From an optimization exercise on the open Yosys and OpenROAD flow, aimed at small area and a short achievable clock period; shortcuts taken in it are not production practice.
The RTL was checked by simulation tests, not by an equivalence proof against the original design.

==> wip/raven <==
Design fir_filter_top, start of the top module:
module fir_filter_top #(
    parameter int DATA_WIDTH = 16                    
) (
    input  logic                               clk,
    input  logic                               rst_n,
    input  logic [DATA_WIDTH-1:0]              data_in,
    input  logic                               data_valid,
    output logic signed [DATA_WIDTH-1:0]       data_out,
    output logic                               data_out_valid,
    input  logic                               coeff_wr,
    input  logic                               coeff_preset,
    input  fir_pkg::fir_shape_e                coeff_preset_sel,
    input  logic [fir_pkg::FIR_ADDR_WIDTH-1:0] coeff_addr,
    input  fir_pkg::fir_coeff_t                coeff_wdata,
    output fir_pkg::fir_coeff_t                coeff_rdata
);
clock: 7.5 ns
lec_check: 0
abc_area: 1
cap_margin: 20
core_margin: 2
core_utilization: 40
setup_slack_margin: 3.0
slew_margin: 20
standard.sh (not shown) runs the stock make flow with config.mk's settings and CLKGATE_MAP_FILE= SYNTH_SCRIPT=/design/flow/synth_recipe.tcl, a recipe that flattens the netlist after the stock synthesis.
==> flow/flow/run.sh <==
#!/bin/bash
# Standard layout, with one netlist pass between synthesis and floorplan:
# flow/fixinv.py flips full adders (FA(~a,~b,~c) = ~FA(a,b,c)) and XOR/XNOR types so that
# fewer inverters sit between the carry-save adder cells. Registers and ports are untouched.
set -euo pipefail
R=orfs/results/${FLOW_PLATFORM}/fir_filter_top/base
bash standard.sh synth > synth.log 2>&1
cp $R/1_2_yosys.v $R/1_2_yosys.std.v
python3 flow/fixinv.py $R/1_2_yosys.std.v $R/1_2_yosys.fix.v > fixinv.log 2>&1
cp $R/1_2_yosys.fix.v $R/1_2_yosys.v
rm -f $R/1_synth.odb $R/1_synth.sdc
bash standard.sh do-1_synth > synth_odb.log 2>&1
bash standard.sh finish > finish.log 2>&1
test -f out/final.def
Other scripts of this flow, unchanged in this note and not shown: flow/flow/fixinv.py
==> wip/quartz: changes against wip/raven <==
--- a/flow/design.v
+++ b/flow/design.v
@@ -6274,12 +6274,14 @@
                 hi_b_q <= row_b[34:16];
                 lo_c_q <= lo_sum[16];
             end
         end
     end
+    logic [19:0] sum_hi2;
     logic [18:0] sum_hi;
-    assign sum_hi = hi_a_q + hi_b_q + {18'd0, lo_c_q};
+    assign sum_hi2 = {hi_a_q, lo_c_q} + {hi_b_q, lo_c_q};
+    assign sum_hi  = sum_hi2[19:1];
     always_comb begin
         if (sum_hi[18:15] == 4'b0000 || sum_hi[18:15] == 4'b1111)
             data_out = sum_hi[15:0];
         else if (sum_hi[18])
             data_out = 16'h8000;
- SETUP_SLACK_MARGIN: 3.0 -> 3.2
==> notes <==
wip/quartz finished with timing, DRC and antenna clean. wip/raven went through all stages and came out clean. Against wip/quartz, the core utilization of wip/raven is lower by 0.41 points. In die area, wip/quartz and wip/raven hardly differ. Flip-flop and latch count is the same in wip/raven and wip/quartz.
==> figures <==
metric                                                              wip/raven                wip/quartz
Result of the run                                    timing/DRC/antenna clean  timing/DRC/antenna clean
Area occupied by multi-input gates                                 44700 um^2                45000 um^2
Total Die Area                                                    150000 um^2               150000 um^2
Library cell appearing most often on the critical path  sky130_fd_sc_hd__fa_1  sky130_fd_sc_hd__nand2_8
Multi-In Gates                                                           4548                      4525
Final-layout clock buffer total                                            95                        91
Clock period minus final worst setup slack                            4.49 ns                   4.38 ns
Final Net Count                                                          7037                      6998
Iteration count of the initial detailed-routing pass                        6                         7


==> run a <==
Another version of the RTL of fir_filter_top (not shown whole).
==> flow/design.v (excerpt) <==
module fir_filter_top #(
    parameter int DATA_WIDTH = 16                    
) (
    input  logic                               clk,
    input  logic                               rst_n,
    input  logic [DATA_WIDTH-1:0]              data_in,
    input  logic                               data_valid,
    output logic signed [DATA_WIDTH-1:0]       data_out,
    output logic                               data_out_valid,
    input  logic                               coeff_wr,
    input  logic                               coeff_preset,
    input  fir_pkg::fir_shape_e                coeff_preset_sel,
    input  logic [fir_pkg::FIR_ADDR_WIDTH-1:0] coeff_addr,
    input  fir_pkg::fir_coeff_t                coeff_wdata,
    output fir_pkg::fir_coeff_t                coeff_rdata
);
==> flow/config.mk <==
export PLATFORM = sky130hd
export DESIGN_NAME = fir_filter_top
export DESIGN_NICKNAME = fir_filter_top
export VERILOG_FILES = /design/flow/design.v
export SDC_FILE = /design/flow/constraint.sdc
export NUM_CORES = 4
export LEC_CHECK = 0
export ABC_AREA = 1
export CAP_MARGIN = 20
export CORE_MARGIN = 2
export CORE_UTILIZATION = 40
export CTS_CLUSTER_DIAMETER = 100
export CTS_CLUSTER_SIZE = 16
export SETUP_SLACK_MARGIN = 3.2
export SLEW_MARGIN = 20
==> flow/constraint.sdc <==
create_clock -name core_clock -period 7.5 [get_ports {clk}]
set_input_delay 1.5000 -clock core_clock [delete_from_list [all_inputs] [get_ports {clk}]]
set_output_delay 1.5000 -clock core_clock [all_outputs]
set_load 0.01 [all_outputs]
Scripts as last shown in full above: flow/flow/run.sh
Other scripts of this flow, unchanged in this note and not shown: flow/flow/fixinv.py
==> run b: changes against run a <==
- CTS_CLUSTER_DIAMETER: 100 -> default
- CTS_CLUSTER_SIZE: 16 -> default
==> run c: changes against run a <==
- CTS_CLUSTER_DIAMETER: 100 -> 120
- CTS_CLUSTER_SIZE: 16 -> 20
==> run_results.csv <==
group,metric,value,unit
worst_setup_path,cp-startpoint,"u_coeff_regs.bank_n[125]",
finish,multi_input_cells,4506,
run_status,status,"timing/DRC/antenna clean",
sta,max-slew-margin-rel,0.181,
sta,post-route-min-period,4.34,ns
finish,drive_above_1_share,0.0893,
grt,met3_usage,0.172,
-- figures above: run c

==> run_results.csv <==
group,metric,value,unit
run_status,status,"timing/DRC/antenna clean",
worst_setup_path,cp-startpoint,"coeff_addr[0]",
sta,max-slew-margin-rel,0.179,
finish,top_register,"u_tap_line.line_q",
finish,multi_input_cells,4506,
grt,met3_usage,0.176,
placed_design,place_ws,1.71,ns
-- figures above: run a

==> run_results.csv <==
group,metric,value,unit
run_status,status,"timing/DRC/antenna clean",
sta,max-slew-margin-rel,0.182,
finish,multi_input_cells,4505,
worst_setup_path,cp-startpoint,"u_tap_line.line_q[13]",
sta,post-route-min-period,4.35,ns
finish,drive_above_1_share,0.104,
grt,met3_usage,0.176,
-- figures above: run b

[static timing again, ports no longer ideal]
The flow's constraints put no driver on any port. The routed layouts listed below were extracted and timed again, unchanged, in two steps. Step 1, drivers: a clkbuf_16 drives clk and a buf_2 each remaining input, both assumed. Step 2 adds t to the input delays and takes it off the output delays; t is the mean of the earliest and latest rising clock arrival at the registers after step 1. Input paths then give back, and output paths get back, about the clock's delay inside the block. Slacks: ideal ports / drivers / drivers and shift; pairs: ideal ports / drivers.
run	t, ns	setup WS [ns]	clock arrival spread, ns	worst slew at a driven data input, ns
wip/raven	0.806	3.009 / 2.954 / 2.600	0.053 / 0.053	0.06
wip/quartz	0.781	3.125 / 3.045 / 2.647	0.060 / 0.060	0.05
run a	0.756	3.158 / 3.102 / 2.357	0.038 / 0.037	0.13
run b	0.804	3.154 / 3.115 / 2.459	0.079 / 0.080	0.14
run c	0.732	3.158 / 3.079 / 2.427	0.040 / 0.040	0.14
After both steps setup and hold are still met in every run listed. The setup slack of run a, which loses most, moves by -0.056 ns with the drivers and by -0.801 ns with both steps.
